This is an optimization exercise on Yosys and OpenROAD, whose aim is small area, a short achievable clock period and few clock cycles, not a production implementation. Where RTL was checked, it was by simulation tests only, not by an equivalence proof against the original. The RTL of run 4 was laid out without a check of its function. Power is estimated from default activity; no workload was simulated.

**design/flow/flow/run.sh**
```bash
#!/bin/bash
# The standard layout, with stronger port buffers and setup repair aimed
# below the clock period (same clock, same constraints).
export BUFFER_PORTS_ARGS="-buffer_cell sky130_fd_sc_hd__buf_4"
export SETUP_SLACK_MARGIN=6.0
export ABC_CLOCK_PERIOD_IN_PS=3000
bash standard.sh > standard_run.log 2>&1
```
**design/flow/standard.sh**
```bash
#!/bin/bash
# synth_recipe.tcl (not shown) runs the flow's synth.tcl, then flattens the netlist and writes it again
# the make line also repeats each setting of config.mk as NAME=value (left out here)
make -C /OpenROAD-flow-scripts/flow DESIGN_CONFIG=/design/flow/config.mk WORK_HOME=/design/flow/orfs CLKGATE_MAP_FILE= SYNTH_SCRIPT=/design/flow/synth_recipe.tcl "${@:-finish}"
```
**design/flow/config.mk**
```make
export PLATFORM = sky130hd
export DESIGN_NAME = ml_ops_top
export DESIGN_NICKNAME = ml_ops_top
export VERILOG_FILES = /design/flow/design.v
export SDC_FILE = /design/flow/constraint.sdc
export NUM_CORES = 4
export LEC_CHECK = 0
export CAP_MARGIN = 20
export CORE_MARGIN = 2
export CORE_UTILIZATION = 40
export CTS_CLUSTER_DIAMETER = 150
export CTS_CLUSTER_SIZE = 30
export SLEW_MARGIN = 20
```
**design/flow/constraint.sdc**
```tcl
create_clock -name core_clock -period 9.0 [get_ports {clk_i}]
set_input_delay 1.8000 -clock core_clock [delete_from_list [all_inputs] [get_ports {clk_i}]]
set_output_delay 1.8000 -clock core_clock [all_outputs]
set_load 0.01 [all_outputs]
```
**design/flow/design.v**
```verilog
package ml_ops_pkg;
  typedef logic [32-1:0] word_t;
  typedef logic [32-1:0] addr_t;
  typedef logic [32-1:0] len_t;
  typedef logic [$clog2(16):0] batch_cnt_t;
  typedef logic [$clog2(2)-1:0] desc_idx_t;
  typedef enum logic [3:0] {
    IDLE,
    LOAD,
    SET_ADDR,
    RELU_TAKE,
    RELU_WAIT,
    RELU_GIVE,
    DOTP_TAKE,
    DOTP_WAIT,
    DOTP_GIVE,
    DONE
  } seq_state_t;
endpackage
module ml_datapath (
  input  logic [31:0] x_i,
  input  logic [7:0]  one_i,
  input  logic [7:0]  two_i,
  input  logic [7:0]  neg_i,
  output logic [31:0] so,
  output logic [31:0] co,
  output logic [31:0] to
);
  logic [31:0] pp0;
  assign pp0 = ((x_i[31:0] & {32{one_i[0]}}) | ({x_i[30:0], 1'b0} & {32{two_i[0]}})) ^ {32{neg_i[0]}};
  logic [29:0] pp1;
  assign pp1 = ((x_i[29:0] & {30{one_i[1]}}) | ({x_i[28:0], 1'b0} & {30{two_i[1]}})) ^ {30{neg_i[1]}};
  logic [27:0] pp2;
  assign pp2 = ((x_i[27:0] & {28{one_i[2]}}) | ({x_i[26:0], 1'b0} & {28{two_i[2]}})) ^ {28{neg_i[2]}};
  logic [25:0] pp3;
  assign pp3 = ((x_i[25:0] & {26{one_i[3]}}) | ({x_i[24:0], 1'b0} & {26{two_i[3]}})) ^ {26{neg_i[3]}};
  logic [23:0] pp4;
  assign pp4 = ((x_i[23:0] & {24{one_i[4]}}) | ({x_i[22:0], 1'b0} & {24{two_i[4]}})) ^ {24{neg_i[4]}};
  logic [21:0] pp5;
  assign pp5 = ((x_i[21:0] & {22{one_i[5]}}) | ({x_i[20:0], 1'b0} & {22{two_i[5]}})) ^ {22{neg_i[5]}};
  logic [19:0] pp6;
  assign pp6 = ((x_i[19:0] & {20{one_i[6]}}) | ({x_i[18:0], 1'b0} & {20{two_i[6]}})) ^ {20{neg_i[6]}};
  logic [17:0] pp7;
  assign pp7 = ((x_i[17:0] & {18{one_i[7]}}) | ({x_i[16:0], 1'b0} & {18{two_i[7]}})) ^ {18{neg_i[7]}};
  logic s0;
  logic k0;
  logic s1;
  logic k1;
  logic s2;
  logic k2;
  logic s3;
  logic k3;
  logic s4;
  logic k4;
  logic s5;
  logic k5;
  logic s6;
  logic k6;
  logic s7;
  logic k7;
  logic s8;
  logic k8;
  logic s9;
  logic k9;
  logic s10;
  logic k10;
  logic s11;
  logic k11;
  logic s12;
  logic k12;
  logic s13;
  logic k13;
  logic s14;
  logic k14;
  logic s15;
  logic k15;
  logic s16;
  logic k16;
  logic s17;
  logic k17;
  logic s18;
  logic k18;
  logic s19;
  logic k19;
  logic s20;
  logic k20;
  logic s21;
  logic k21;
  logic s22;
  logic k22;
  logic s23;
  logic k23;
  logic s24;
  logic k24;
  logic s25;
  logic k25;
  logic s26;
  logic k26;
  logic s27;
  logic k27;
  logic s28;
  logic k28;
  logic s29;
  logic k29;
  logic s30;
  logic k30;
  logic s31;
  logic k31;
  logic s32;
  logic k32;
  logic s33;
  logic k33;
  logic s34;
  logic k34;
  logic s35;
  logic k35;
  logic s36;
  logic k36;
  logic s37;
  logic k37;
  logic s38;
  logic k38;
  logic s39;
  logic k39;
  logic s40;
  logic k40;
  logic s41;
  logic k41;
  logic s42;
  logic k42;
  logic s43;
  logic k43;
  logic s44;
  logic k44;
  logic s45;
  logic k45;
  logic s46;
  logic k46;
  logic s47;
  logic k47;
  logic s48;
  logic k48;
  logic s49;
  logic k49;
  logic s50;
  logic k50;
  logic s51;
  logic k51;
  logic s52;
  logic k52;
  logic s53;
  logic k53;
  logic s54;
  logic k54;
  logic s55;
  logic k55;
  logic s56;
  logic k56;
  logic s57;
  logic k57;
  logic s58;
  logic k58;
  logic s59;
  logic k59;
  logic s60;
  logic k60;
  logic s61;
  logic k61;
  logic s62;
  logic k62;
  logic s63;
  logic k63;
  logic s64;
  logic k64;
  logic s65;
  logic k65;
  logic s66;
  logic k66;
  logic s67;
  logic k67;
  logic s68;
  logic k68;
  logic s69;
  logic k69;
  logic s70;
  logic k70;
  logic s71;
  logic k71;
  logic s72;
  logic k72;
  logic s73;
  logic k73;
  logic s74;
  logic k74;
  logic s75;
  logic k75;
  logic s76;
  logic k76;
  logic s77;
  logic k77;
  logic s78;
  logic k78;
  logic s79;
  logic k79;
  logic s80;
  logic k80;
  logic s81;
  logic k81;
  logic s82;
  logic k82;
  logic s83;
  logic k83;
  logic s84;
  logic k84;
  logic s85;
  logic k85;
  logic s86;
  logic k86;
  logic s87;
  logic k87;
  logic s88;
  logic k88;
  logic s89;
  logic k89;
  logic s90;
  logic k90;
  logic s91;
  logic k91;
  logic s92;
  logic k92;
  logic s93;
  logic k93;
  logic s94;
  logic k94;
  logic s95;
  logic k95;
  logic s96;
  logic k96;
  logic s97;
  logic k97;
  logic s98;
  logic k98;
  logic s99;
  logic k99;
  logic s100;
  logic k100;
  logic s101;
  logic k101;
  logic s102;
  logic k102;
  logic s103;
  logic k103;
  logic s104;
  logic k104;
  logic s105;
  logic k105;
  logic s106;
  logic k106;
  logic s107;
  logic k107;
  logic s108;
  logic k108;
  logic s109;
  logic k109;
  logic s110;
  logic k110;
  logic s111;
  logic k111;
  logic s112;
  logic k112;
  logic s113;
  logic k113;
  logic s114;
  logic k114;
  logic s115;
  logic k115;
  logic s116;
  logic k116;
  logic s117;
  logic k117;
  logic s118;
  logic k118;
  logic s119;
  logic k119;
  logic s120;
  logic k120;
  logic s121;
  logic k121;
  logic s122;
  logic k122;
  logic s123;
  logic k123;
  logic s124;
  logic k124;
  logic s125;
  logic k125;
  logic s126;
  logic k126;
  logic s127;
  logic k127;
  logic s128;
  logic k128;
  logic s129;
  logic k129;
  logic s130;
  logic k130;
  logic s131;
  logic k131;
  logic x264;
  logic x265;
  logic x266;
  logic x267;
  logic x268;
  logic x269;
  logic x270;
  logic x271;
  logic x272;
  logic x273;
  logic x274;
  assign s0 = neg_i[2] ^ pp0[4];
  assign k0 = neg_i[2] & pp0[4];
  assign s1 = pp0[5] ^ pp1[3];
  assign k1 = pp0[5] & pp1[3];
  assign s2 = neg_i[3] ^ pp0[6] ^ pp1[4];
  assign k2 = (neg_i[3] & pp0[6]) | (neg_i[3] & pp1[4]) | (pp0[6] & pp1[4]);
  assign s3 = pp2[2] ^ pp3[0];
  assign k3 = pp2[2] & pp3[0];
  assign s4 = pp0[7] ^ pp1[5] ^ pp2[3];
  assign k4 = (pp0[7] & pp1[5]) | (pp0[7] & pp2[3]) | (pp1[5] & pp2[3]);
  assign s5 = pp3[1] ^ k3;
  assign k5 = pp3[1] & k3;
  assign s6 = neg_i[4] ^ pp0[8] ^ pp1[6];
  assign k6 = (neg_i[4] & pp0[8]) | (neg_i[4] & pp1[6]) | (pp0[8] & pp1[6]);
  assign s7 = pp2[4] ^ pp3[2] ^ pp4[0];
  assign k7 = (pp2[4] & pp3[2]) | (pp2[4] & pp4[0]) | (pp3[2] & pp4[0]);
  assign s8 = k5 ^ k4;
  assign k8 = k5 & k4;
  assign s9 = pp0[9] ^ pp1[7] ^ pp2[5];
  assign k9 = (pp0[9] & pp1[7]) | (pp0[9] & pp2[5]) | (pp1[7] & pp2[5]);
  assign s10 = pp3[3] ^ pp4[1] ^ k6;
  assign k10 = (pp3[3] & pp4[1]) | (pp3[3] & k6) | (pp4[1] & k6);
  assign s11 = k7 ^ s9;
  assign k11 = k7 & s9;
  assign s12 = neg_i[5] ^ pp0[10] ^ pp1[8];
  assign k12 = (neg_i[5] & pp0[10]) | (neg_i[5] & pp1[8]) | (pp0[10] & pp1[8]);
  assign s13 = pp2[6] ^ pp3[4] ^ pp4[2];
  assign k13 = (pp2[6] & pp3[4]) | (pp2[6] & pp4[2]) | (pp3[4] & pp4[2]);
  assign s14 = pp5[0] ^ k9 ^ s12;
  assign k14 = (pp5[0] & k9) | (pp5[0] & s12) | (k9 & s12);
  assign s15 = s13 ^ k11;
  assign k15 = s13 & k11;
  assign s16 = pp0[11] ^ pp1[9] ^ pp2[7];
  assign k16 = (pp0[11] & pp1[9]) | (pp0[11] & pp2[7]) | (pp1[9] & pp2[7]);
  assign s17 = pp3[5] ^ pp4[3] ^ pp5[1];
  assign k17 = (pp3[5] & pp4[3]) | (pp3[5] & pp5[1]) | (pp4[3] & pp5[1]);
  assign s18 = k12 ^ k13 ^ s16;
  assign k18 = (k12 & k13) | (k12 & s16) | (k13 & s16);
  assign s19 = s17 ^ k15;
  assign k19 = s17 & k15;
  assign s20 = neg_i[6] ^ pp0[12] ^ pp1[10];
  assign k20 = (neg_i[6] & pp0[12]) | (neg_i[6] & pp1[10]) | (pp0[12] & pp1[10]);
  assign s21 = pp2[8] ^ pp3[6] ^ pp4[4];
  assign k21 = (pp2[8] & pp3[6]) | (pp2[8] & pp4[4]) | (pp3[6] & pp4[4]);
  assign s22 = pp5[2] ^ pp6[0] ^ k16;
  assign k22 = (pp5[2] & pp6[0]) | (pp5[2] & k16) | (pp6[0] & k16);
  assign s23 = k17 ^ s20 ^ s21;
  assign k23 = (k17 & s20) | (k17 & s21) | (s20 & s21);
  assign s24 = k18 ^ s22;
  assign k24 = k18 & s22;
  assign s25 = pp0[13] ^ pp1[11] ^ pp2[9];
  assign k25 = (pp0[13] & pp1[11]) | (pp0[13] & pp2[9]) | (pp1[11] & pp2[9]);
  assign s26 = pp3[7] ^ pp4[5] ^ pp5[3];
  assign k26 = (pp3[7] & pp4[5]) | (pp3[7] & pp5[3]) | (pp4[5] & pp5[3]);
  assign s27 = pp6[1] ^ k20 ^ k21;
  assign k27 = (pp6[1] & k20) | (pp6[1] & k21) | (k20 & k21);
  assign s28 = s25 ^ s26 ^ k22;
  assign k28 = (s25 & s26) | (s25 & k22) | (s26 & k22);
  assign s29 = k23 ^ s27;
  assign k29 = k23 & s27;
  assign s30 = neg_i[7] ^ pp0[14] ^ pp1[12];
  assign k30 = (neg_i[7] & pp0[14]) | (neg_i[7] & pp1[12]) | (pp0[14] & pp1[12]);
  assign s31 = pp2[10] ^ pp3[8] ^ pp4[6];
  assign k31 = (pp2[10] & pp3[8]) | (pp2[10] & pp4[6]) | (pp3[8] & pp4[6]);
  assign s32 = pp5[4] ^ pp6[2] ^ pp7[0];
  assign k32 = (pp5[4] & pp6[2]) | (pp5[4] & pp7[0]) | (pp6[2] & pp7[0]);
  assign s33 = k25 ^ k26 ^ s30;
  assign k33 = (k25 & k26) | (k25 & s30) | (k26 & s30);
  assign s34 = s31 ^ s32 ^ k27;
  assign k34 = (s31 & s32) | (s31 & k27) | (s32 & k27);
  assign s35 = s33 ^ k29;
  assign k35 = s33 & k29;
  assign s36 = pp0[15] ^ pp1[13] ^ pp2[11];
  assign k36 = (pp0[15] & pp1[13]) | (pp0[15] & pp2[11]) | (pp1[13] & pp2[11]);
  assign s37 = pp3[9] ^ pp4[7] ^ pp5[5];
  assign k37 = (pp3[9] & pp4[7]) | (pp3[9] & pp5[5]) | (pp4[7] & pp5[5]);
  assign s38 = pp6[3] ^ pp7[1] ^ k30;
  assign k38 = (pp6[3] & pp7[1]) | (pp6[3] & k30) | (pp7[1] & k30);
  assign s39 = k31 ^ k32 ^ s36;
  assign k39 = (k31 & k32) | (k31 & s36) | (k32 & s36);
  assign s40 = s37 ^ k33 ^ s38;
  assign k40 = (s37 & k33) | (s37 & s38) | (k33 & s38);
  assign s41 = s39 ^ k34;
  assign k41 = s39 & k34;
  assign s42 = pp0[16] ^ pp1[14] ^ pp2[12];
  assign k42 = (pp0[16] & pp1[14]) | (pp0[16] & pp2[12]) | (pp1[14] & pp2[12]);
  assign s43 = pp3[10] ^ pp4[8] ^ pp5[6];
  assign k43 = (pp3[10] & pp4[8]) | (pp3[10] & pp5[6]) | (pp4[8] & pp5[6]);
  assign s44 = pp6[4] ^ pp7[2] ^ k36;
  assign k44 = (pp6[4] & pp7[2]) | (pp6[4] & k36) | (pp7[2] & k36);
  assign s45 = k37 ^ s42 ^ s43;
  assign k45 = (k37 & s42) | (k37 & s43) | (s42 & s43);
  assign s46 = k38 ^ k39 ^ s44;
  assign k46 = (k38 & k39) | (k38 & s44) | (k39 & s44);
  assign s47 = s45 ^ k40;
  assign k47 = s45 & k40;
  assign s48 = pp0[17] ^ pp1[15] ^ pp2[13];
  assign k48 = (pp0[17] & pp1[15]) | (pp0[17] & pp2[13]) | (pp1[15] & pp2[13]);
  assign s49 = pp3[11] ^ pp4[9] ^ pp5[7];
  assign k49 = (pp3[11] & pp4[9]) | (pp3[11] & pp5[7]) | (pp4[9] & pp5[7]);
  assign s50 = pp6[5] ^ pp7[3] ^ k42;
  assign k50 = (pp6[5] & pp7[3]) | (pp6[5] & k42) | (pp7[3] & k42);
  assign s51 = k43 ^ s48 ^ s49;
  assign k51 = (k43 & s48) | (k43 & s49) | (s48 & s49);
  assign s52 = k44 ^ k45 ^ s50;
  assign k52 = (k44 & k45) | (k44 & s50) | (k45 & s50);
  assign s53 = s51 ^ k46;
  assign k53 = s51 & k46;
  assign s54 = pp0[18] ^ pp1[16] ^ pp2[14];
  assign k54 = (pp0[18] & pp1[16]) | (pp0[18] & pp2[14]) | (pp1[16] & pp2[14]);
  assign s55 = pp3[12] ^ pp4[10] ^ pp5[8];
  assign k55 = (pp3[12] & pp4[10]) | (pp3[12] & pp5[8]) | (pp4[10] & pp5[8]);
  assign s56 = pp6[6] ^ pp7[4] ^ k48;
  assign k56 = (pp6[6] & pp7[4]) | (pp6[6] & k48) | (pp7[4] & k48);
  assign s57 = k49 ^ s54 ^ s55;
  assign k57 = (k49 & s54) | (k49 & s55) | (s54 & s55);
  assign s58 = k50 ^ k51 ^ s56;
  assign k58 = (k50 & k51) | (k50 & s56) | (k51 & s56);
  assign s59 = s57 ^ k52;
  assign k59 = s57 & k52;
  assign s60 = pp0[19] ^ pp1[17] ^ pp2[15];
  assign k60 = (pp0[19] & pp1[17]) | (pp0[19] & pp2[15]) | (pp1[17] & pp2[15]);
  assign s61 = pp3[13] ^ pp4[11] ^ pp5[9];
  assign k61 = (pp3[13] & pp4[11]) | (pp3[13] & pp5[9]) | (pp4[11] & pp5[9]);
  assign s62 = pp6[7] ^ pp7[5] ^ k54;
  assign k62 = (pp6[7] & pp7[5]) | (pp6[7] & k54) | (pp7[5] & k54);
  assign s63 = k55 ^ s60 ^ s61;
  assign k63 = (k55 & s60) | (k55 & s61) | (s60 & s61);
  assign s64 = k56 ^ k57 ^ s62;
  assign k64 = (k56 & k57) | (k56 & s62) | (k57 & s62);
  assign s65 = s63 ^ k58;
  assign k65 = s63 & k58;
  assign s66 = pp0[20] ^ pp1[18] ^ pp2[16];
  assign k66 = (pp0[20] & pp1[18]) | (pp0[20] & pp2[16]) | (pp1[18] & pp2[16]);
  assign s67 = pp3[14] ^ pp4[12] ^ pp5[10];
  assign k67 = (pp3[14] & pp4[12]) | (pp3[14] & pp5[10]) | (pp4[12] & pp5[10]);
  assign s68 = pp6[8] ^ pp7[6] ^ k60;
  assign k68 = (pp6[8] & pp7[6]) | (pp6[8] & k60) | (pp7[6] & k60);
  assign s69 = k61 ^ s66 ^ s67;
  assign k69 = (k61 & s66) | (k61 & s67) | (s66 & s67);
  assign s70 = k62 ^ k63 ^ s68;
  assign k70 = (k62 & k63) | (k62 & s68) | (k63 & s68);
  assign s71 = s69 ^ k64;
  assign k71 = s69 & k64;
  assign s72 = pp0[21] ^ pp1[19] ^ pp2[17];
  assign k72 = (pp0[21] & pp1[19]) | (pp0[21] & pp2[17]) | (pp1[19] & pp2[17]);
  assign s73 = pp3[15] ^ pp4[13] ^ pp5[11];
  assign k73 = (pp3[15] & pp4[13]) | (pp3[15] & pp5[11]) | (pp4[13] & pp5[11]);
  assign s74 = pp6[9] ^ pp7[7] ^ k66;
  assign k74 = (pp6[9] & pp7[7]) | (pp6[9] & k66) | (pp7[7] & k66);
  assign s75 = k67 ^ s72 ^ s73;
  assign k75 = (k67 & s72) | (k67 & s73) | (s72 & s73);
  assign s76 = k68 ^ k69 ^ s74;
  assign k76 = (k68 & k69) | (k68 & s74) | (k69 & s74);
  assign s77 = s75 ^ k70;
  assign k77 = s75 & k70;
  assign s78 = pp0[22] ^ pp1[20] ^ pp2[18];
  assign k78 = (pp0[22] & pp1[20]) | (pp0[22] & pp2[18]) | (pp1[20] & pp2[18]);
  assign s79 = pp3[16] ^ pp4[14] ^ pp5[12];
  assign k79 = (pp3[16] & pp4[14]) | (pp3[16] & pp5[12]) | (pp4[14] & pp5[12]);
  assign s80 = pp6[10] ^ pp7[8] ^ k72;
  assign k80 = (pp6[10] & pp7[8]) | (pp6[10] & k72) | (pp7[8] & k72);
  assign s81 = k73 ^ s78 ^ s79;
  assign k81 = (k73 & s78) | (k73 & s79) | (s78 & s79);
  assign s82 = k74 ^ k75 ^ s80;
  assign k82 = (k74 & k75) | (k74 & s80) | (k75 & s80);
  assign s83 = s81 ^ k76;
  assign k83 = s81 & k76;
  assign s84 = pp0[23] ^ pp1[21] ^ pp2[19];
  assign k84 = (pp0[23] & pp1[21]) | (pp0[23] & pp2[19]) | (pp1[21] & pp2[19]);
  assign s85 = pp3[17] ^ pp4[15] ^ pp5[13];
  assign k85 = (pp3[17] & pp4[15]) | (pp3[17] & pp5[13]) | (pp4[15] & pp5[13]);
  assign s86 = pp6[11] ^ pp7[9] ^ k78;
  assign k86 = (pp6[11] & pp7[9]) | (pp6[11] & k78) | (pp7[9] & k78);
  assign s87 = k79 ^ s84 ^ s85;
  assign k87 = (k79 & s84) | (k79 & s85) | (s84 & s85);
  assign s88 = k80 ^ k81 ^ s86;
  assign k88 = (k80 & k81) | (k80 & s86) | (k81 & s86);
  assign s89 = s87 ^ k82;
  assign k89 = s87 & k82;
  assign s90 = pp0[24] ^ pp1[22] ^ pp2[20];
  assign k90 = (pp0[24] & pp1[22]) | (pp0[24] & pp2[20]) | (pp1[22] & pp2[20]);
  assign s91 = pp3[18] ^ pp4[16] ^ pp5[14];
  assign k91 = (pp3[18] & pp4[16]) | (pp3[18] & pp5[14]) | (pp4[16] & pp5[14]);
  assign s92 = pp6[12] ^ pp7[10] ^ k84;
  assign k92 = (pp6[12] & pp7[10]) | (pp6[12] & k84) | (pp7[10] & k84);
  assign s93 = k85 ^ s90 ^ s91;
  assign k93 = (k85 & s90) | (k85 & s91) | (s90 & s91);
  assign s94 = k86 ^ k87 ^ s92;
  assign k94 = (k86 & k87) | (k86 & s92) | (k87 & s92);
  assign s95 = s93 ^ k88;
  assign k95 = s93 & k88;
  assign s96 = pp0[25] ^ pp1[23] ^ pp2[21];
  assign k96 = (pp0[25] & pp1[23]) | (pp0[25] & pp2[21]) | (pp1[23] & pp2[21]);
  assign s97 = pp3[19] ^ pp4[17] ^ pp5[15];
  assign k97 = (pp3[19] & pp4[17]) | (pp3[19] & pp5[15]) | (pp4[17] & pp5[15]);
  assign s98 = pp6[13] ^ pp7[11] ^ k90;
  assign k98 = (pp6[13] & pp7[11]) | (pp6[13] & k90) | (pp7[11] & k90);
  assign s99 = k91 ^ s96 ^ s97;
  assign k99 = (k91 & s96) | (k91 & s97) | (s96 & s97);
  assign s100 = k92 ^ k93 ^ s98;
  assign k100 = (k92 & k93) | (k92 & s98) | (k93 & s98);
  assign s101 = s99 ^ k94;
  assign k101 = s99 & k94;
  assign s102 = pp0[26] ^ pp1[24] ^ pp2[22];
  assign k102 = (pp0[26] & pp1[24]) | (pp0[26] & pp2[22]) | (pp1[24] & pp2[22]);
  assign s103 = pp3[20] ^ pp4[18] ^ pp5[16];
  assign k103 = (pp3[20] & pp4[18]) | (pp3[20] & pp5[16]) | (pp4[18] & pp5[16]);
  assign s104 = pp6[14] ^ pp7[12] ^ k96;
  assign k104 = (pp6[14] & pp7[12]) | (pp6[14] & k96) | (pp7[12] & k96);
  assign s105 = k97 ^ s102 ^ s103;
  assign k105 = (k97 & s102) | (k97 & s103) | (s102 & s103);
  assign s106 = k98 ^ k99 ^ s104;
  assign k106 = (k98 & k99) | (k98 & s104) | (k99 & s104);
  assign s107 = s105 ^ k100;
  assign k107 = s105 & k100;
  assign s108 = pp0[27] ^ pp1[25] ^ pp2[23];
  assign k108 = (pp0[27] & pp1[25]) | (pp0[27] & pp2[23]) | (pp1[25] & pp2[23]);
  assign s109 = pp3[21] ^ pp4[19] ^ pp5[17];
  assign k109 = (pp3[21] & pp4[19]) | (pp3[21] & pp5[17]) | (pp4[19] & pp5[17]);
  assign s110 = pp6[15] ^ pp7[13] ^ k102;
  assign k110 = (pp6[15] & pp7[13]) | (pp6[15] & k102) | (pp7[13] & k102);
  assign s111 = k103 ^ s108 ^ s109;
  assign k111 = (k103 & s108) | (k103 & s109) | (s108 & s109);
  assign s112 = k104 ^ k105 ^ s110;
  assign k112 = (k104 & k105) | (k104 & s110) | (k105 & s110);
  assign s113 = s111 ^ k106;
  assign k113 = s111 & k106;
  assign s114 = pp0[28] ^ pp1[26] ^ pp2[24];
  assign k114 = (pp0[28] & pp1[26]) | (pp0[28] & pp2[24]) | (pp1[26] & pp2[24]);
  assign s115 = pp3[22] ^ pp4[20] ^ pp5[18];
  assign k115 = (pp3[22] & pp4[20]) | (pp3[22] & pp5[18]) | (pp4[20] & pp5[18]);
  assign s116 = pp6[16] ^ pp7[14] ^ k108;
  assign k116 = (pp6[16] & pp7[14]) | (pp6[16] & k108) | (pp7[14] & k108);
  assign s117 = k109 ^ s114 ^ s115;
  assign k117 = (k109 & s114) | (k109 & s115) | (s114 & s115);
  assign s118 = k110 ^ k111 ^ s116;
  assign k118 = (k110 & k111) | (k110 & s116) | (k111 & s116);
  assign s119 = s117 ^ k112;
  assign k119 = s117 & k112;
  assign s120 = pp0[29] ^ pp1[27] ^ pp2[25];
  assign k120 = (pp0[29] & pp1[27]) | (pp0[29] & pp2[25]) | (pp1[27] & pp2[25]);
  assign s121 = pp3[23] ^ pp4[21] ^ pp5[19];
  assign k121 = (pp3[23] & pp4[21]) | (pp3[23] & pp5[19]) | (pp4[21] & pp5[19]);
  assign s122 = pp6[17] ^ pp7[15] ^ k114;
  assign k122 = (pp6[17] & pp7[15]) | (pp6[17] & k114) | (pp7[15] & k114);
  assign s123 = k115 ^ s120 ^ s121;
  assign k123 = (k115 & s120) | (k115 & s121) | (s120 & s121);
  assign s124 = k116 ^ k117 ^ s122;
  assign k124 = (k116 & k117) | (k116 & s122) | (k117 & s122);
  assign s125 = s123 ^ k118;
  assign k125 = s123 & k118;
  assign s126 = pp0[30] ^ pp1[28] ^ pp2[26];
  assign k126 = (pp0[30] & pp1[28]) | (pp0[30] & pp2[26]) | (pp1[28] & pp2[26]);
  assign s127 = pp3[24] ^ pp4[22] ^ pp5[20];
  assign k127 = (pp3[24] & pp4[22]) | (pp3[24] & pp5[20]) | (pp4[22] & pp5[20]);
  assign s128 = pp6[18] ^ pp7[16] ^ k120;
  assign k128 = (pp6[18] & pp7[16]) | (pp6[18] & k120) | (pp7[16] & k120);
  assign s129 = k121 ^ s126 ^ s127;
  assign k129 = (k121 & s126) | (k121 & s127) | (s126 & s127);
  assign s130 = k122 ^ k123 ^ s128;
  assign k130 = (k122 & k123) | (k122 & s128) | (k123 & s128);
  assign s131 = s129 ^ k124;
  assign k131 = s129 & k124;
  assign x264 = pp0[31] ^ pp1[29];
  assign x265 = pp2[27] ^ pp3[25];
  assign x266 = pp4[23] ^ pp5[21];
  assign x267 = pp6[19] ^ pp7[17];
  assign x268 = x264 ^ x265;
  assign x269 = x266 ^ x267;
  assign x270 = k126 ^ k127;
  assign x271 = x268 ^ x269;
  assign x272 = x270 ^ x271;
  assign x273 = k128 ^ x272;
  assign x274 = k129 ^ x273;
  assign so[0] = pp0[0];
  assign co[0] = neg_i[0];
  assign to[0] = 1'b0;
  assign so[1] = pp0[1];
  assign co[1] = 1'b0;
  assign to[1] = 1'b0;
  assign so[2] = pp0[2];
  assign co[2] = pp1[0];
  assign to[2] = neg_i[1];
  assign so[3] = pp0[3];
  assign co[3] = pp1[1];
  assign to[3] = 1'b0;
  assign so[4] = pp1[2];
  assign co[4] = pp2[0];
  assign to[4] = s0;
  assign so[5] = pp2[1];
  assign co[5] = k0;
  assign to[5] = s1;
  assign so[6] = k1;
  assign co[6] = s2;
  assign to[6] = s3;
  assign so[7] = k2;
  assign co[7] = s4;
  assign to[7] = s5;
  assign so[8] = s6;
  assign co[8] = s7;
  assign to[8] = s8;
  assign so[9] = k8;
  assign co[9] = s10;
  assign to[9] = s11;
  assign so[10] = k10;
  assign co[10] = s14;
  assign to[10] = s15;
  assign so[11] = k14;
  assign co[11] = s18;
  assign to[11] = s19;
  assign so[12] = s23;
  assign co[12] = k19;
  assign to[12] = s24;
  assign so[13] = k24;
  assign co[13] = s28;
  assign to[13] = s29;
  assign so[14] = k28;
  assign co[14] = s34;
  assign to[14] = s35;
  assign so[15] = k35;
  assign co[15] = s40;
  assign to[15] = s41;
  assign so[16] = s46;
  assign co[16] = k41;
  assign to[16] = s47;
  assign so[17] = s52;
  assign co[17] = k47;
  assign to[17] = s53;
  assign so[18] = s58;
  assign co[18] = k53;
  assign to[18] = s59;
  assign so[19] = s64;
  assign co[19] = k59;
  assign to[19] = s65;
  assign so[20] = s70;
  assign co[20] = k65;
  assign to[20] = s71;
  assign so[21] = s76;
  assign co[21] = k71;
  assign to[21] = s77;
  assign so[22] = s82;
  assign co[22] = k77;
  assign to[22] = s83;
  assign so[23] = s88;
  assign co[23] = k83;
  assign to[23] = s89;
  assign so[24] = s94;
  assign co[24] = k89;
  assign to[24] = s95;
  assign so[25] = s100;
  assign co[25] = k95;
  assign to[25] = s101;
  assign so[26] = s106;
  assign co[26] = k101;
  assign to[26] = s107;
  assign so[27] = s112;
  assign co[27] = k107;
  assign to[27] = s113;
  assign so[28] = s118;
  assign co[28] = k113;
  assign to[28] = s119;
  assign so[29] = s124;
  assign co[29] = k119;
  assign to[29] = s125;
  assign so[30] = s130;
  assign co[30] = k125;
  assign to[30] = s131;
  assign so[31] = k130;
  assign co[31] = k131;
  assign to[31] = x274;
endmodule
module ml_ops_top (
  input  logic              clk_i,
  input  logic              rst_i,
  input  logic              ml_ops_enable_i,
  input  logic              loading_data_i,
  input  logic              relu_en_i,
  input  logic              dotp_en_i,
  input  logic              ex_ready_i,
  input  ml_ops_pkg::addr_t operand_a_addr_i,
  input  ml_ops_pkg::len_t  operand_b_size_i,
  input  ml_ops_pkg::word_t mem_rd_data_i,
  output ml_ops_pkg::word_t reg_wr_data_o,
  output ml_ops_pkg::word_t mem_wr_data_o,
  output ml_ops_pkg::addr_t mem_addr_o,
  output logic              mem_rd_en_o,
  output logic              mem_wr_en_o,
  output logic              reg_wr_en_o,
  output logic              ml_op_done_o,
  output logic              ml_ready_o
);
  localparam logic [3:0] IDLE = 4'd0;
  localparam logic [3:0] LD2  = 4'd1;
  localparam logic [3:0] RR1  = 4'd2;
  localparam logic [3:0] RR2  = 4'd3;
  localparam logic [3:0] RBUB = 4'd4;
  localparam logic [3:0] RW1  = 4'd5;
  localparam logic [3:0] RW2  = 4'd6;
  localparam logic [3:0] DA   = 4'd7;
  localparam logic [3:0] DB   = 4'd8;
  localparam logic [3:0] T1   = 4'd9;
  localparam logic [3:0] T2   = 4'd10;
  localparam logic [3:0] T3   = 4'd11;
  localparam logic [3:0] T4   = 4'd12;
  localparam logic [3:0] T5   = 4'd13;
  localparam logic [3:0] FIN  = 4'd14;
  logic [3:0]  st_q, st_d;
  logic        rd_d, wr_d, done_d, regwr_d, ready_d;
  logic        relu_q;
  logic        last_q;
  logic [15:0] rem_q;
  logic        rem_dec;
  logic        rem_one;
  logic        inc;
  logic [31:0] cur_q, oth_q, cur_nx;
  logic [31:0] a_q;
  logic [31:0] x_q;
  logic [7:0]  one_q, two_q, neg_q;
  logic [31:0] p_q, q_q, r_q, p_nx, q_nx, r_nx;
  logic [31:0] s_q, c_q, sa, ca, c1s, c1c, c2s, c2c, c3s, c3c;
  logic        v1_q, v2_q;
  logic        inc_q, clr_q, sum_q;
  assign rem_one = (rem_q == 16'd1);
  always_comb begin
    st_d    = st_q;
    rd_d    = 1'b0;
    wr_d    = 1'b0;
    done_d  = 1'b0;
    regwr_d = 1'b0;
    rem_dec = 1'b0;
    case (st_q)
      IDLE: if (loading_data_i) st_d = LD2;
      LD2: begin
        st_d = relu_q ? RR1 : DA;
        rd_d = 1'b1;
      end
      RR1: begin
        rem_dec = 1'b1;
        if (rem_one) begin
          st_d = RBUB;
        end else begin
          st_d = RR2;
          rd_d = 1'b1;
        end
      end
      RR2: begin
        rem_dec = 1'b1;
        st_d    = RW1;
        wr_d    = 1'b1;
      end
      RBUB: begin
        st_d   = RW1;
        wr_d   = 1'b1;
        done_d = 1'b1;
      end
      RW1: begin
        st_d   = RW2;
        wr_d   = 1'b1;
        done_d = last_q;
      end
      RW2: begin
        st_d = RR1;
        rd_d = 1'b1;
      end
      DA: begin
        st_d = DB;
        rd_d = 1'b1;
      end
      DB: begin
        rem_dec = 1'b1;
        if (rem_one) begin
          st_d = T1;
        end else begin
          st_d = DA;
          rd_d = 1'b1;
        end
      end
      T1: st_d = T2;
      T2: st_d = T3;
      T3: st_d = T4;
      T4: st_d = T5;
      T5: begin
        st_d    = FIN;
        regwr_d = 1'b1;
        done_d  = 1'b1;
      end
      default: st_d = FIN;
    endcase
    if (ml_op_done_o) begin
      st_d    = ex_ready_i ? IDLE : FIN;
      rd_d    = 1'b0;
      wr_d    = 1'b0;
      regwr_d = 1'b0;
      done_d  = !ex_ready_i;
    end
    if (!ml_ops_enable_i) begin
      st_d    = IDLE;
      rd_d    = 1'b0;
      wr_d    = 1'b0;
      regwr_d = 1'b0;
      done_d  = 1'b0;
    end
    ready_d = (st_d == IDLE) || (st_d == LD2) || done_d;
  end
  always_ff @(posedge clk_i or negedge rst_i) begin
    if (!rst_i) begin
      st_q         <= IDLE;
      mem_rd_en_o  <= 1'b0;
      mem_wr_en_o  <= 1'b0;
      reg_wr_en_o  <= 1'b0;
      ml_op_done_o <= 1'b0;
      ml_ready_o   <= 1'b1;
      v1_q         <= 1'b0;
      v2_q         <= 1'b0;
    end else begin
      st_q         <= st_d;
      mem_rd_en_o  <= rd_d;
      mem_wr_en_o  <= wr_d;
      reg_wr_en_o  <= regwr_d;
      ml_op_done_o <= done_d;
      ml_ready_o   <= ready_d;
      v1_q         <= ml_ops_enable_i && (st_q == DB);
      v2_q         <= ml_ops_enable_i && v1_q;
    end
  end
  always_ff @(posedge clk_i) begin
    inc_q <= (st_d == RR1) || (st_d == RW1);
    clr_q <= (st_d == LD2);
    sum_q <= (st_d == T5);
  end
  always_ff @(posedge clk_i) begin
    if (st_q == IDLE) begin
      relu_q <= relu_en_i;
      rem_q  <= operand_b_size_i[15:0];
    end else if (rem_dec) begin
      rem_q  <= rem_q - 16'd1;
    end
    if (st_q == RR2) begin
      last_q <= rem_one;
    end
  end
  assign inc    = inc_q;
  assign cur_nx = {cur_q[31:2] + 30'd1, cur_q[1:0]};
  always_ff @(posedge clk_i) begin
    cur_q <= inc ? cur_nx : oth_q;
    if (st_q == IDLE || st_q == LD2) begin
      oth_q <= operand_a_addr_i;
    end else if (!inc) begin
      oth_q <= cur_nx;
    end
  end
  assign mem_addr_o = cur_q;
  logic [16:0] yraw;
  logic [7:0]  one_d, two_d, neg_d;
  logic        yv;
  assign yv = ml_ops_enable_i && (v1_q || v2_q);
  always_comb begin
    yraw = v1_q ? {mem_rd_data_i[15:0], 1'b0} : a_q[31:15];
    for (int r = 0; r < 8; r++) begin
      one_d[r] = yv && (yraw[2*r+1] ^ yraw[2*r]);
      two_d[r] = yv && ((yraw[2*r+2] && !yraw[2*r+1] && !yraw[2*r]) ||
                        (!yraw[2*r+2] && yraw[2*r+1] && yraw[2*r]));
      neg_d[r] = yv && yraw[2*r+2] && !(yraw[2*r+1] && yraw[2*r]);
    end
  end
  always_ff @(posedge clk_i) begin
    if (sum_q) begin
      a_q <= s_q + c_q;
    end else begin
      a_q <= mem_rd_data_i & ~{32{relu_q && mem_rd_data_i[31]}};
    end
    if (v1_q) begin
      x_q <= a_q;
    end else begin
      x_q <= {x_q[15:0], 16'd0};
    end
    one_q <= one_d;
    two_q <= two_d;
    neg_q <= neg_d;
    p_q   <= p_nx;
    q_q   <= q_nx;
    r_q   <= r_nx;
    s_q   <= c3s;
    c_q   <= c3c;
  end
  assign sa  = s_q & {32{!clr_q}};
  assign ca  = c_q & {32{!clr_q}};
  assign c1s = p_q ^ q_q ^ r_q;
  assign c1c = {(p_q[30:0] & q_q[30:0]) | (p_q[30:0] & r_q[30:0]) | (q_q[30:0] & r_q[30:0]), 1'b0};
  assign c2s = sa ^ c1s ^ c1c;
  assign c2c = {(sa[30:0] & c1s[30:0]) | (sa[30:0] & c1c[30:0]) | (c1s[30:0] & c1c[30:0]), 1'b0};
  assign c3s = ca ^ c2s ^ c2c;
  assign c3c = {(ca[30:0] & c2s[30:0]) | (ca[30:0] & c2c[30:0]) | (c2s[30:0] & c2c[30:0]), 1'b0};
  ml_datapath mac_i (
    .x_i   (x_q),
    .one_i (one_q),
    .two_i (two_q),
    .neg_i (neg_q),
    .so    (p_nx),
    .co    (q_nx),
    .to    (r_nx)
  );
  assign mem_wr_data_o = a_q;
  assign reg_wr_data_o = a_q;
endmodule
```
==> reports/summary.txt, run 1 <==
Count of final hold-check violations: 0
RR Endpoint: a_q[24]
Power density cells: 198 mW/mm^2
Max Buffers Root-to-Sink: 3
Seq cells post-synth: 338
Status: no timing/DRC/antenna violations
Clock power share: 0.179
Total overflow reported by the global router: 0
Clock Tree Root: clkbuf_16
Slew @ Worst Pin: 0.955 ns
Arr. time, crit path: 3.43 ns
Hold path start: oth_q[0]
Routed WL per cell: 21.7 um
Switch share: 0.370
Synth cell types: 72
Routability cong.: 0.866
Total of max-cap violations: 0
Reg2reg start: s_q[2]
Boundary Pins: 204
Share of layout cells above drive strength 1: 0.166
Die width: 233 um
Filler instances: 4893
CP Max Fanout: 3
Core Area: 0.0522 sq mm
EDFF count, synth: 52
CTS tree: yes
Fmax: 0.335 GHz
Mapped Nets: 2377
Tot Pwr: 0.00464 W
CTS Hold Bufs: 0
Post-layout min period: 2.99 ns
DRT antenna net count: 0
Fin crit share: 0.332
# diodes: 0
Avg Vias per Cell: 5.51
Reg clk slew, reported paths: 0.12 ns
WS Path Type: register to register
Worst hold path stage count: 0
FFs w/ async S/R, synth: 0.0325
Pins over their slew limit: 0
Max-slew headroom: 0.363
Via Count: 15200
Worst setup EP type: register
Htree depth: 1
GRT Overall Usage: 0.221
Mapped Area: 0.0210 sq mm
PortBufs: 186
Initial DRT Pass Iterations: 6
R2r setup slk: 6.01 ns
# nets final: 2441
Setup ws final: 6.01 ns
DRC: 0
# rows: 84
R2r worst-path depth: 10
Worst EP required: 9.44 ns
Worst clock skew: 0.0249 ns
Antenna violations before repair: 1
Min-Delay Endpoint: cur_q[0]
NetSw: 0.00172 W
Area of the die: 0.0544 sq mm
Clk latency of the worst-skew pair: 0.54 ns
Num CTS Buffers: 15
Initial Utilization: 0.402
Internal: 0.00292 W
Peak VDD IR: 0.123 mV
Leak: 9.96 nW
Worst hold path type: register to register
Placed insts: 2739
Gate power share: 0.329
Syn-to-layout area delta: 11.5%
Routed WL: 60000 um
Die Y-Extent: 233 um
Seq pwr share: 0.492
Sequential share of the synthesized area: 0.349
Setup violators final: 0
Avg Inst Size Synth: 10.5 sq um
RSZ-0062 raised after global routing: true
Global-route wire length before repair: 92300 um
Dpl hpwl: 42100 um
Final hold slack: 0.436 ns
Clock sink count: 338
Post-synthesis cell count: 2010
Number of global-route vias before repair: 15600
CP Launch Type: register
Pin count of the biggest net entering global routing: 63
Place WS: 5.52 ns
Fin cells: 2767
Setup TNS: 0 ns
Ys flop type: dfxtp_1
First DRT Iteration DRCs: 1210
Yosys warning count: 1
-- how the worst max path moves through the flow --
| stage | end | depth (start not counted) | startpoint | slack [ns] |
|---|---|---|---|---|
| final | a_q[24] | 10 | s_q[2] | 6.01 |
| after global routing | r_q[31] | 9 | x_q[22] | 5.89 |
| after CTS | mem_wr_data_o[20] | 1 | a_q[20] | 5.93 |
| after detailed placement | a_q[28] | 10 | s_q[2] | 5.52 |
| after global placement | a_q[28] | 10 | s_q[2] | 5.59 |
| after floorplan | inc_q | 5 | loading_data_i | 6.01 |
-- critical path, cell delays in order (launching register included) --
cell and delay (ns):
dfxtp_2 0.36, ha_4 0.17, fa_2 0.35, a211oi_2 0.23, o21ai_2 0.13, a2111oi_4 0.42, o211ai_1 0.30, o211ai_1 0.28
a21oi_2 0.11, or3_1 0.32, a32o_1 0.24
-- cell usage in the layout, fill, tap and decap left out, types with 8 or more instances in the layout --
cell	Yosys	final
dfxtp_1	275	232
buf_4	33	212
a22oi_1	193	193
fa_1	192	191
xnor2_1	171	169
inv_1	126	126
xor2_1	106	106
a21oi_1	104	102
nor2_1	96	96
ha_1	72	71
nor2b_1	70	70
nand2_1	65	65
edfxtp_1	52	52
nand3_1	31	31
mux2_2	29	29
and2_1	28	28
dfxtp_2	0	27
a22o_1	25	25
o21ai_0	24	24
dfxtp_4	0	16
nor3_1	15	15
clkbuf_16	0	15
or3_1	15	14
buf_6	0	13
a21o_1	12	12
o21a_1	9	9
nand4_1	9	9
nand2b_1	8	8
dfrtp_1	10	8
-- power groups by stage --
stage	registers (W)	logic, W	clock network, W
5_1_grt	0.00232	0.00171	0.000897
2_1_floorplan	0.00219	0.00103	0
4_1_cts	0.00228	0.00154	0.000852
3_5_place_dp	0.00230	0.00152	0
6_report	0.00228	0.00153	0.000830
3_3_place_gp	0.00230	0.00148	0
-- per-stage QoR --
stage | instance area [sq um] | util
after floorplan | 21000 | -
final | 23400 | 0.449
after CTS | 23300 | 0.447
after global routing | 23400 | 0.449
after global placement | 22800 | 0.436
after detailed placement | 22800 | 0.436
-- cells by family (layout without fill, tap and decap cells) --
| logic type | Yosys count | count (layout) | synth area share |
|---|---|---|---|
| adders and majority gates | 264 | 264 | 0.226 |
| and+or+nand+nor | 367 | 367 | 0.0911 |
| buffers and inverters | 307 | 376 | 0.0608 |
| muxes | 36 | 36 | 0.0189 |
| DFF | 338 | 338 | 0.349 |
| xor gates and xnor gates | 277 | 277 | 0.115 |
| AOI/OAI and AO/OA | 421 | 421 | 0.139 |
-- registers in the layout (all words and copies together) (netlist names), 4 cells and up --
register  cells
a_q          32
cur_q        32
oth_q        32
p_q          32
s_q          32
x_q          32
q_q          31
c_q          30
r_q          29
rem_q        16
neg_q         8
one_q         8
two_q         8
st_q          4
-- repair_timing --
| item | CTS | global route |
|---|---|---|
| pin swaps | 8 | 8 |
| gates resized for setup | 57 | 24 |
| setup buffers | 3 | 3 |
| endpoints found under the setup margin | 65 | 41 |
-- synth_stat cells (all sizes together) (12+ instances only) --
master  count  area, sq um
dfxtp     275         5510
a22oi     193         1450
fa        192         3840
xnor2     171         1500
inv       128          480
clkbuf    120          450
xor2      106          928
a21oi     104          521
nor2       97          372
ha         72          901
nor2b      70          438
nand2      65          244
buf        58          342
edfxtp     52         1560
nand3      31          155
o21ai      31          155
mux2       29          327
and2       28          175
a22o       25          219
nor3       16         85.1
or3        15         93.8
a21o       12         90.1
-- metal layers --
| layer | part of all wire | track usage | up-vias |
|---|---|---|---|
| li1 | - | - | 6883 |
| met3 | 0.061 | 0.0283 | 130 |
| met5 | 0 | 0 | - |
| met4 | 0.036 | 0.0742 | 0 |
| met1 | 0.42 | 0.290 | 7689 |
| met2 | 0.49 | 0.377 | 547 |
-- final cells by class --
cell class,count,area [sq um],share of cell area
sequential,338,7440,0.317
timing repair buffer,225,1740,0.0741
tap,688,861,0.0367
inverter,129,485,0.0207
clock inverter,2,27.5,0.00117
multi-input combinational,1365,12500,0.533
clock buffer,20,394,0.0168
Testbench counts, summed over its fixed seeds: cycles 45,209.
==> inputs of run 2 (changes only) <==
--- a/design/flow/config.mk
+++ b/design/flow/config.mk
@@ -10,4 +10,2 @@
 export CORE_UTILIZATION = 40
-export CTS_CLUSTER_DIAMETER = 150
-export CTS_CLUSTER_SIZE = 30
 export SLEW_MARGIN = 20
==> run 2 against run 1 <==
  * Power increased by 20%
  * Critical path depth is the same
  * Critical path type unchanged
  * First-iteration DRC count shrank 4.3%
  * Worst hold slack lost 0.012 ns
  * Design area up 4.3%
  * Critical endpoint unchanged
  * Clock skew is 0.0072 ns higher
  * Still clean
  * Largest power group unchanged
  * Sequential cell count unchanged
==> reports/summary.txt, run 2 <==
Clk latency of the worst-skew pair: 0.58 ns
Count of final hold-check violations: 0
Main combinational cell family by area after synthesis: adder cells
Worst setup EP type: register
Mapped Nets: 2377
Compound-Gate Fraction of Synth Area: 0.139
Power density cells: 227 mW/mm^2
FFs w/ async S/R, synth: 0.0325
Initial DRT Pass Iterations: 5
Worst clock skew: 0.0322 ns
Met3 routed WL: 4230 um
Met2 wire len: 29400 um
Pin count of the biggest net entering global routing: 63
Initial Utilization: 0.402
Gate power share: 0.275
Die Y-Extent: 233 um
Internal: 0.00367 W
Area leader, netlist: dfxtp_1
NetSw: 0.00189 W
PortBufs: 186
# nets final: 2466
DRT antenna net count: 0
Total overflow reported by the global router: 0
Worst hold path type: register to register
Seq cells post-synth: 338
Dpl hpwl: 42100 um
DRC: 0
Most frequent cells in the layout: 229 x dfxtp_1, 215 x buf_4, 193 x a22oi_1
Worst EP required: 9.47 ns
Post-layout min period: 2.98 ns
Number of global-route vias before repair: 15900
Via Count: 15500
Setup violators final: 0
Top-count cell post-synth: dfxtp_1
Share of the synthesized area in the top cell type: 0.262
Boundary Pins: 204
Critical-path top delay cell: a2111oi_4
Tot Pwr: 0.00556 W
Peak VDD IR: 0.148 mV
CP Launch Type: register
Synth Area in XOR/XNOR: 0.115
Post-synthesis cell count: 2010
Fmax: 0.335 GHz
Dominant cells by area after synthesis: dfxtp_1 26%, fa_1 18%, edfxtp_1 7.4%
Mapped Area: 0.0210 sq mm
Clock sink count: 338
Total of max-cap violations: 0
RSZ-0062 raised after global routing: true
# rows: 84
Crit path cell chain: ha_4 > fa_2 > a211oi_2 > o21ai_2 > a2111oi_4 > o211ai_1 > o211ai_1 > a21oi_2 > or3_1 > a32o_1
Synth cell types: 72
Yosys warning count: 1
Avg Vias per Cell: 5.49
Clock power share: 0.313
Slew @ Worst Pin: 1.03 ns
Routed WL: 60900 um
Htree depth: 2
Highest Signal Layer: met4
Max Buffers Root-to-Sink: 3
Share of layout cells above drive strength 1: 0.186
Leak: 10.4 nW
Switch share: 0.340
Top cells by count, synth: 275 x dfxtp_1, 193 x a22oi_1, 192 x fa_1
Max-slew headroom: 0.311
Most common cell after layout, fill and taps aside: dfxtp_1
Routed WL per cell: 21.6 um
Multiplexer area fraction after synthesis: 0.0189
Post-Route M1 WL: 25100 um
Sequential share of the synthesized area: 0.349
CTS tree: yes
Simple-gate share of the synthesized area: 0.0911
CTS Hold Bufs: 0
Antenna violations before repair: 1
Die width: 233 um
Reg clk slew, reported paths: 0.06 ns
Post-Synth Adder-Cell Area: 0.226
Avg Inst Size Synth: 10.5 sq um
CP Max Fanout: 3
EDFF count, synth: 52
Worst hold path stage count: 0
GRT Overall Usage: 0.226
Routability cong.: 0.866
CP dominant cell by count: o211ai_1
Fin crit share: 0.331
Global-route wire length before repair: 93600 um
Setup TNS: 0 ns
Clock Tree Root: clkbuf_16
First DRT Iteration DRCs: 1158
Arr. time, crit path: 3.45 ns
Num CTS Buffers: 40
Status: no timing/DRC/antenna violations
Pins over their slew limit: 0
Core Area: 0.0522 sq mm
WS Path Type: register to register
Area of the die: 0.0544 sq mm
Seq pwr share: 0.412
CP peak stage delay: 0.42 ns
Syn-to-layout area delta: 16.3%
R2r worst-path depth: 10
Ys flop type: dfxtp_1
## run 2: routing by layer
metal  vias up  global-route usage
met5         -                   0
met4         0              0.0844
met3       123              0.0430
met2       597               0.378
met1      7780               0.290
li1       6968                   -
## run 2: power groups by stage
stage,clock (W),sequential [W],combinational [W]
global placement,0,0.00230,0.00148
finish,0.00174,0.00229,0.00153
detailed placement,0,0.00230,0.00152
CTS,0.00177,0.00228,0.00154
floorplan,0,0.00219,0.00103
global route,0.00183,0.00233,0.00171
## run 2: final timing paths
kind	start	slack, ns	end
worst min register to register	oth_q[0]	0.42	cur_q[0]
worst min-delay path	oth_q[0]	0.42	cur_q[0]
worst max-delay path	s_q[2]	6.02	a_q[24]
worst max register to register	s_q[2]	6.02	a_q[24]
min in group asynchronous	rst_i	1.08	reg_wr_en_o
max in group asynchronous	rst_i	7.69	ml_ready_o
## run 2: repair_timing
item	in CTS	in global routing
resized for setup	69	13
pin swaps	7	10
endpoints found under the setup margin	67	27
buffers inserted	3	3
## run 2: logic make-up (layout without fill, tap and decap cells)
group / Yosys count / after routing
XOR/XNOR: 277 / 277
AND/OR/NAND/NOR: 367 / 367
flip-flops: 338 / 338
other: 0 / 1
AO/OA/AOI/OAI: 421 / 421
adder cells (fa/ha/maj): 264 / 264
buffers and inverters: 307 / 427
multiplexers: 36 / 36
## run 2: through the flow
stage               cell area, sq um  hold slack, ns  cells  utilization  setup slack (ns)
finish                         24400           0.424   2819        0.468              6.02
global route                   24400           0.437   2818        0.468              5.87
CTS                            24400           0.426   2815        0.466              5.94
detailed placement             22800           0.411   2739        0.436              5.52
global placement               22800           0.403   2739        0.436              5.59
floorplan                      21000           0.329   2010            -              6.01
## run 2: cell type report
cell class,instances,area [sq um]
fillers,4798,27800
multi-input cells,1365,12500
flip-flops and latches,338,7450
repair buffers,225,1730
clock buffers,58,1180
well taps,688,861
inverters,129,485
clock inverters,15,241
diodes,1,2.50
## run 2: worst max-delay path: cells and delay by family, from the launching register on
| family | cells | cell delay, ns |
|---|---|---|
| AO/OA/AOI/OAI | 7 | 1.71 |
| adder cells (fa/ha/maj) | 2 | 0.52 |
| flip-flops | 1 | 0.33 |
| AND/OR/NAND/NOR | 1 | 0.32 |
==> inputs of run 3 (changes only) <==
--- a/design/flow/config.mk
+++ b/design/flow/config.mk
@@ -9,3 +9,5 @@
 export CORE_MARGIN = 2
-export CORE_UTILIZATION = 40
+export CORE_UTILIZATION = 60
+export CTS_CLUSTER_DIAMETER = 120
+export CTS_CLUSTER_SIZE = 24
 export SLEW_MARGIN = 20
==> run 3 against run 2 <==
  * Worst hold slack improved by 0.0073 ns
  * Area after synthesis did not move
  * Die area fell by 33%
  * Count of clock-buffer cells in the layout fell by 33
  * Sequential cell count did not move
  * First-iteration DRC count fell by 0.78%
  * Synthesized cell count did not move
  * Power fell by 15%
  * Sequential share of layout area rose by 1.5 points
  * Fmax fell by 0.62%
  * Non-clock buffer count fell by 12
  * Critical path type unchanged
  * Largest power group unchanged
  * Highest routed layer unchanged
==> reports/summary.txt, run 3 <==
Status: no timing/DRC/antenna violations
Worst hold path type: register to register
R2r setup slk: 6.00 ns
Core Area: 0.0345 sq mm
Avg Vias per Cell: 5.98
Routability cong.: 0.890
Fmax: 0.333 GHz
Fin crit share: 0.333
Yosys warning count: 1
Worst setup EP type: register
Boundary Pins: 204
Num CTS Buffers: 18
Post-layout min period: 3.00 ns
Most common cell after layout, fill and taps aside: dfxtp_1
CP Launch Type: register
CTS Hold Bufs: 0
# rows: 68
Leak: 9.96 nW
Htree depth: 1
Dominant cells by area after synthesis: dfxtp_1 26%, fa_1 18%, edfxtp_1 7.4%
Count of final hold-check violations: 0
PortBufs: 186
# nets final: 2432
Filler instances: 2811
Ys flop type: dfxtp_1
Max-slew headroom: 0.283
WS Path Type: register to register
First DRT Iteration DRCs: 1149
Worst EP required: 9.43 ns
Share of layout cells above drive strength 1: 0.165
Area of the die: 0.0365 sq mm
Peak VDD IR: 0.228 mV
Max Buffers Root-to-Sink: 3
CP Max Fanout: 3
Synth cell types: 72
Clk latency of the worst-skew pair: 0.54 ns
Power density cells: 203 mW/mm^2
Share of the synthesized area in the top cell type: 0.262
Total overflow reported by the global router: 0
Mapped Area: 0.0210 sq mm
Clock Tree Root: clkbuf_16
Most frequent cells in the layout: 230 x dfxtp_1, 198 x buf_4, 193 x a22oi_1
Total of max-cap violations: 0
EDFF count, synth: 52
Syn-to-layout area delta: 10.5%
Initial Utilization: 0.609
Number of global-route vias before repair: 15600
Dpl hpwl: 39000 um
Mapped Nets: 2377
Slew @ Worst Pin: 1.07 ns
Pins over their slew limit: 0
Worst clock skew: 0.0278 ns
Reg clk slew, reported paths: 0.10 ns
Antenna violations before repair: 2
Top cells by count, synth: 275 x dfxtp_1, 193 x a22oi_1, 192 x fa_1
CTS tree: yes
Avg Inst Size Synth: 10.5 sq um
Routed WL per cell: 21.6 um
Global-route wire length before repair: 86400 um
FFs w/ async S/R, synth: 0.0325
Die width: 191 um
DRT antenna net count: 0
Post-synthesis cell count: 2010
Area of the multi-input gates: 0.0125 sq mm
Sequential share of the synthesized area: 0.349
Routed WL: 54600 um
Final hold slack: 0.432 ns
GRT Overall Usage: 0.307
DRC: 0
Clock sink count: 338
Setup TNS: 0 ns
Arr. time, crit path: 3.43 ns
Initial DRT Pass Iterations: 6
Storage cell area: 0.00742 sq mm
Top-count cell post-synth: dfxtp_1
Seq cells post-synth: 338
Pin count of the biggest net entering global routing: 63
Setup violators final: 0
Area leader, netlist: dfxtp_1
Die Y-Extent: 191 um
RSZ-0062 raised after global routing: true
Via Count: 15100
## run 3: cell counts after synthesis
No cell type changed its count.
## run 3: path summary, 6_finish.rpt
path	start	endpoint	depth (start not counted)
min in group asynchronous	rst_i	mem_rd_en_o	1
max in group asynchronous	rst_i	ml_ready_o	1
max	c_q[2]	a_q[24]	11
min	oth_q[1]	cur_q[1]	0
max reg2reg	c_q[2]	a_q[24]	11
min reg2reg	oth_q[1]	cur_q[1]	0
## run 3: per-layer routing
| metal | GRT usage | up-vias | wire length, um |
|---|---|---|---|
| li1 | - | 6852 | - |
| met1 | 0.412 | 7455 | 22200 |
| met2 | 0.497 | 685 | 25700 |
| met3 | 0.0602 | 126 | 4960 |
| met4 | 0.115 | 0 | 1740 |
| met5 | 0 | - | 0 |
## run 3: what timing repair did
action	in CTS	in global routing
pin swaps	7	9
gates resized for setup	44	38
setup buffers	3	2
setup endpoints to repair	74	37
endpoints found under the hold margin	0	0
## run 3: through the flow
stage          worst slack [ns]  instance area [sq um]  std cells   util  total power [W]
2_1_floorplan              6.01                  21000       2010      -          0.00322
3_3_place_gp               5.51                  22400       2495  0.648          0.00373
3_5_place_dp               5.49                  22400       2495  0.648          0.00379
4_1_cts                    5.99                  23100       2526  0.668          0.00473
5_1_grt                    5.89                  23200       2530  0.673          0.00499
6_report                   6.00                  23200       2530  0.673          0.00471
## run 3: worst max-delay path, cell delays in order (launching register included)
cell	delay [ns]
dfxtp_2	0.35
ha_4	0.17
fa_2	0.36
a211oi_2	0.23
o21ai_2	0.14
a2111oi_4	0.38
o211ai_1	0.24
o211ai_1	0.15
buf_4	0.20
a21oi_2	0.07
or3_4	0.36
a32o_1	0.25
## run 3: kinds of logic (layout without fill, tap and decap cells)
group | count (synthesis) | after routing | share of synthesized area
AOI/OAI and AO/OA | 421 | 421 | 0.139
and+or+nand+nor | 367 | 367 | 0.0911
DFF | 338 | 338 | 0.349
buffers and inverters | 307 | 370 | 0.0608
xor gates and xnor gates | 277 | 277 | 0.115
adders and majority gates | 264 | 264 | 0.226
muxes | 36 | 36 | 0.0189
other | 0 | 2 | 0
## run 3: report_power, final
group          internal (W)  switching (W)  total, W
combinational      0.000667       0.000835   0.00150
sequential          0.00193       0.000345   0.00227
clock              0.000411       0.000521  0.000932
total               0.00301        0.00170   0.00471
## run 3: final cells by class
cell class | instances | share of cell area
inverters | 129 | 0.0209
multi-input cells | 1365 | 0.540
repair buffers | 213 | 0.0722
clock buffers | 25 | 0.0205
clock inverters | 3 | 0.00285
diodes | 2 | 0.000215
flip-flops and latches | 338 | 0.319
well taps | 455 | 0.0245
==> inputs of run 4 (changes only) <==
--- a/design/flow/design.v
+++ b/design/flow/design.v
@@ -726,2 +726,3 @@
   localparam logic [3:0] FIN  = 4'd14;
+  localparam logic [3:0] DS   = 4'd15;
   logic [3:0]  st_q, st_d;
@@ -729,2 +730,4 @@
   logic        relu_q;
+  logic        same;
+  logic        sq_q;
   logic        last_q;
@@ -743,2 +746,3 @@
   assign rem_one = (rem_q == 16'd1);
+  assign same    = (operand_a_addr_i == oth_q);
   always_comb begin
@@ -753,3 +757,3 @@
       LD2: begin
-        st_d = relu_q ? RR1 : DA;
+        st_d = relu_q ? RR1 : same ? DS : DA;
         rd_d = 1'b1;
@@ -797,5 +801,13 @@
       end
+      DS: begin
+        rem_dec = 1'b1;
+        if (rem_one) begin
+          st_d = T1;
+        end else begin
+          rd_d = 1'b1;
+        end
+      end
       T1: st_d = T2;
       T2: st_d = T3;
-      T3: st_d = T4;
+      T3: st_d = sq_q ? T5 : T4;
       T4: st_d = T5;
@@ -841,3 +853,3 @@
       ml_ready_o   <= ready_d;
-      v1_q         <= ml_ops_enable_i && (st_q == DB);
+      v1_q         <= ml_ops_enable_i && (st_q == DB || st_q == DS);
       v2_q         <= ml_ops_enable_i && v1_q;
@@ -846,3 +858,3 @@
   always_ff @(posedge clk_i) begin
-    inc_q <= (st_d == RR1) || (st_d == RW1);
+    inc_q <= (st_d == RR1) || (st_d == RW1) || (st_d == DS);
     clr_q <= (st_d == LD2);
@@ -860,2 +872,5 @@
     end
+    if (st_q == LD2) begin
+      sq_q <= same;
+    end
   end
@@ -875,3 +890,3 @@
   logic        yv;
-  assign yv = ml_ops_enable_i && (v1_q || v2_q);
+  assign yv = ml_ops_enable_i && (v1_q || (v2_q && !sq_q));
   always_comb begin
@@ -891,3 +906,5 @@
     end
-    if (v1_q) begin
+    if (v1_q && sq_q) begin
+      x_q <= {mem_rd_data_i[30:15], mem_rd_data_i[15:0]};
+    end else if (v1_q) begin
       x_q <= a_q;
--- a/design/flow/config.mk
+++ b/design/flow/config.mk
@@ -9,5 +9,3 @@
 export CORE_MARGIN = 2
-export CORE_UTILIZATION = 60
-export CTS_CLUSTER_DIAMETER = 120
-export CTS_CLUSTER_SIZE = 24
+export CORE_UTILIZATION = 40
 export SLEW_MARGIN = 20
==> run 4 against run 3 <==
  * Register-to-register slack improved by 0.04 ns
  * Critical endpoint is now ml_ready_o
  * Clock power up 73%
  * Via count up 7.9%
  * Count of clock-buffer cells in the layout is 37 higher
  * First-iteration DRC count is 29% higher
==> reports/summary.txt, run 4 <==
Area of the die: 0.0567 sq mm
Number of global-route vias before repair: 16800
Reg clk slew, reported paths: 0.06 ns
Initial DRT Pass Iterations: 5
CTS tree: yes
EDFF count, synth: 53
Worst hold path stage count: 0
Routed WL per cell: 20.9 um
Clock Tree Root: clkbuf_16
Total overflow reported by the global router: 0
Fmax: 0.327 GHz
Die Y-Extent: 238 um
Num CTS Buffers: 41
Filler instances: 5070
Pin count of the biggest net entering global routing: 70
Worst clock skew: 0.0306 ns
Dominant cells by area after synthesis: dfxtp_1 25%, fa_1 18%, xnor2_1 7.9%
Synth cell types: 74
Fin crit share: 0.340
Area after DPL: 0.0236 sq mm
Avg Inst Size Synth: 10.0 sq um
Count of final hold-check violations: 0
FFs w/ async S/R, synth: 0.0324
Tot Pwr: 0.00568 W
Share of layout cells above drive strength 1: 0.183
Placed insts: 2902
Die width: 238 um
Finished layout cell area: 0.0255 sq mm
Syn-to-layout area delta: 16.3%
Mapped Area: 0.0219 sq mm
Routed WL: 62700 um
Share of the synthesized area in the top cell type: 0.251
Core Area: 0.0540 sq mm
RSZ-0062 raised after global routing: true
Routability cong.: 0.884
Max-slew headroom: 0.354
Post-synthesis cell count: 2183
Status: no timing/DRC/antenna violations
First DRT Iteration DRCs: 1481
WS Path Type: primary input to register
Most common cell after layout, fill and taps aside: buf_4
Top cells by count, synth: 275 x dfxtp_1, 199 x xnor2_1, 193 x a22oi_1
Mapped Nets: 2550
Most frequent cells in the layout: 213 x buf_4, 209 x dfxtp_1, 198 x xnor2_1
Setup violators final: 0
CP Launch Type: primary input
Total of max-cap violations: 0
Clock sink count: 339
CTS Hold Bufs: 0
Global-route wire length before repair: 96200 um
Top-count cell post-synth: dfxtp_1
DRT antenna net count: 0
# rows: 85
Arr. time, crit path: 3.56 ns
Power density cells: 223 mW/mm^2
Htree depth: 2
Clk latency of the worst-skew pair: 0.59 ns
Max Buffers Root-to-Sink: 3
Ys flop type: dfxtp_1
Peak VDD IR: 0.177 mV
Avg Vias per Cell: 5.44
Worst setup EP type: register
Sequential share of the synthesized area: 0.336
Fin cells: 2999
Area leader, netlist: dfxtp_1
Setup TNS: 0 ns
Via Count: 16300
R2r worst-path depth: 8
Dpl hpwl: 44100 um
CP Max Fanout: 4
Worst hold path type: register to register
Seq cells post-synth: 339
Worst EP required: 9.50 ns
Boundary Pins: 204
Post-layout min period: 3.06 ns
Yosys warning count: 1
Initial Utilization: 0.406
Antenna violations before repair: 4
Leak: 10.9 nW
Pins over their slew limit: 0
GRT Overall Usage: 0.218
Slew @ Worst Pin: 0.968 ns
# nets final: 2639
DRC: 0
PortBufs: 186
==> run 4: cell count changes after synthesis, moves of 10 or more <==
cell      change
nor4_1       +10
a21oi_1      +13
mux2i_1      +33
o21ai_0      +29
nand2_1      +28
clkbuf_1     +12
inv_1        +35
and2_1       -13
xnor2_1      +28
nor2b_1      +10
mux2_2       -15
nor2_1       +15
a22o_1       -21
==> run 4: layer usage <==
| metal | wire length (um) | part of all wire | GRT usage | up-vias |
|---|---|---|---|---|
| met4 | 2470 | 0.039 | 0.0831 | 2 |
| met1 | 26400 | 0.42 | 0.282 | 8027 |
| met5 | 13 | 0.00021 | 0 | - |
| li1 | - | - | - | 7471 |
| met3 | 5130 | 0.082 | 0.0525 | 179 |
| met2 | 28700 | 0.46 | 0.352 | 634 |
==> run 4: worst paths after layout <==
kind	startpoint	endpoint	slack [ns]
min in group asynchronous	rst_i	mem_rd_en_o	1.05
max in group asynchronous	rst_i	ml_ready_o	7.70
worst max register to register	x_q[14]	r_q[20]	6.04
worst min register to register	oth_q[0]	cur_q[0]	0.48
worst max-delay path	operand_a_addr_i[10]	ml_ready_o	5.94
worst min-delay path	oth_q[0]	cur_q[0]	0.48
==> run 4: kinds of logic (layout without fill, tap and decap cells) <==
group,Yosys count,after routing,share of synthesized area
buffers and inverters,352,469,0.0663
XOR/XNOR,309,309,0.123
flip-flops,339,339,0.336
multiplexers,54,54,0.0255
adder cells (fa/ha/maj),264,264,0.216
AND/OR/NAND/NOR,427,427,0.0980
AO/OA/AOI/OAI,438,438,0.134
other,0,3,0
==> run 4: final cells by class <==
cell class | instances | area (sq um) | share of cell area
timing repair buffer | 234 | 1890 | 0.0740
tap | 696 | 871 | 0.0342
multi-input combinational | 1492 | 13300 | 0.521
clock inverter | 9 | 125 | 0.00491
inverter | 164 | 623 | 0.0244
clock buffer | 62 | 1170 | 0.0461
sequential | 339 | 7520 | 0.295
antenna | 3 | 7.51 | 0.000294
==> run 4: through the flow <==
stage / setup slack, ns / hold slack (ns) / utilization
after floorplan: 5.80 / 0.329 / -
after global placement: 5.28 / 0.452 / 0.436
after detailed placement: 5.29 / 0.462 / 0.436
after CTS: 5.89 / 0.476 / 0.465
after global routing: 5.88 / 0.484 / 0.472
final: 5.94 / 0.477 / 0.472
==> run 4: what timing repair did <==
action                     CTS  global route
setup endpoints to repair  106            43
pin swaps                    7            18
resized for setup           90            54
gates cloned                 0             1
setup buffers                5            15
==> run 4: worst max-delay path, cell delays in order <==
cell,delay [ns]
buf_4,0.12
xor2_2,0.14
nor4_2,0.33
nand4_1,0.25
o311ai_2,0.36
a21oi_2,0.10
a21oi_2,0.16
nor2_2,0.05
or2_4,0.25
==> run 4: power breakdown <==
group          switching, W  internal [W]  leakage [nW]
combinational      0.000982      0.000752          7.28
clock              0.000676      0.000937         0.635
sequential         0.000374       0.00196          2.95
total               0.00203       0.00365          10.9

==> separate check: timing with driven ports <==
No port has a modelled driver above. Below, the same layouts with a new extraction and two added sets of constraints.
Step 1, drivers: a clkbuf_16 drives clk_i and a buf_2 each remaining input, both assumed.
Step 2 adds t to the input delays and takes it off the output delays; t is the mean of the earliest and latest rising clock arrival at the registers after step 1. Input paths then give back, and output paths get back, about the clock's delay inside the block.
Slacks: no drivers / after step 1 / after step 2; pairs: no drivers / after step 1.
| run | t, ns | slack for setup (ns) | worst setup path at the end | slew at the worst register clock pin (ns) | worst slew at a driven data input, ns |
|---|---|---|---|---|---|
| run 1 | 0.584 | 6.013 / 5.964 / 5.786 | input to register | 0.12 / 0.12 | 0.07 |
| run 2 | 0.622 | 6.017 / 5.966 / 5.752 | input to register | 0.06 / 0.06 | 0.07 |
| run 3 | 0.585 | 5.999 / 5.969 / 5.773 | input to register | 0.10 / 0.10 | 0.08 |
| run 4 | 0.635 | 5.944 / 5.946 / 5.334 | input to register | 0.07 / 0.07 | 0.10 |
After both steps every run listed still meets setup and hold. The setup slack of run 4, which loses most, moves by +0.002 ns with the drivers and by -0.610 ns with both steps.
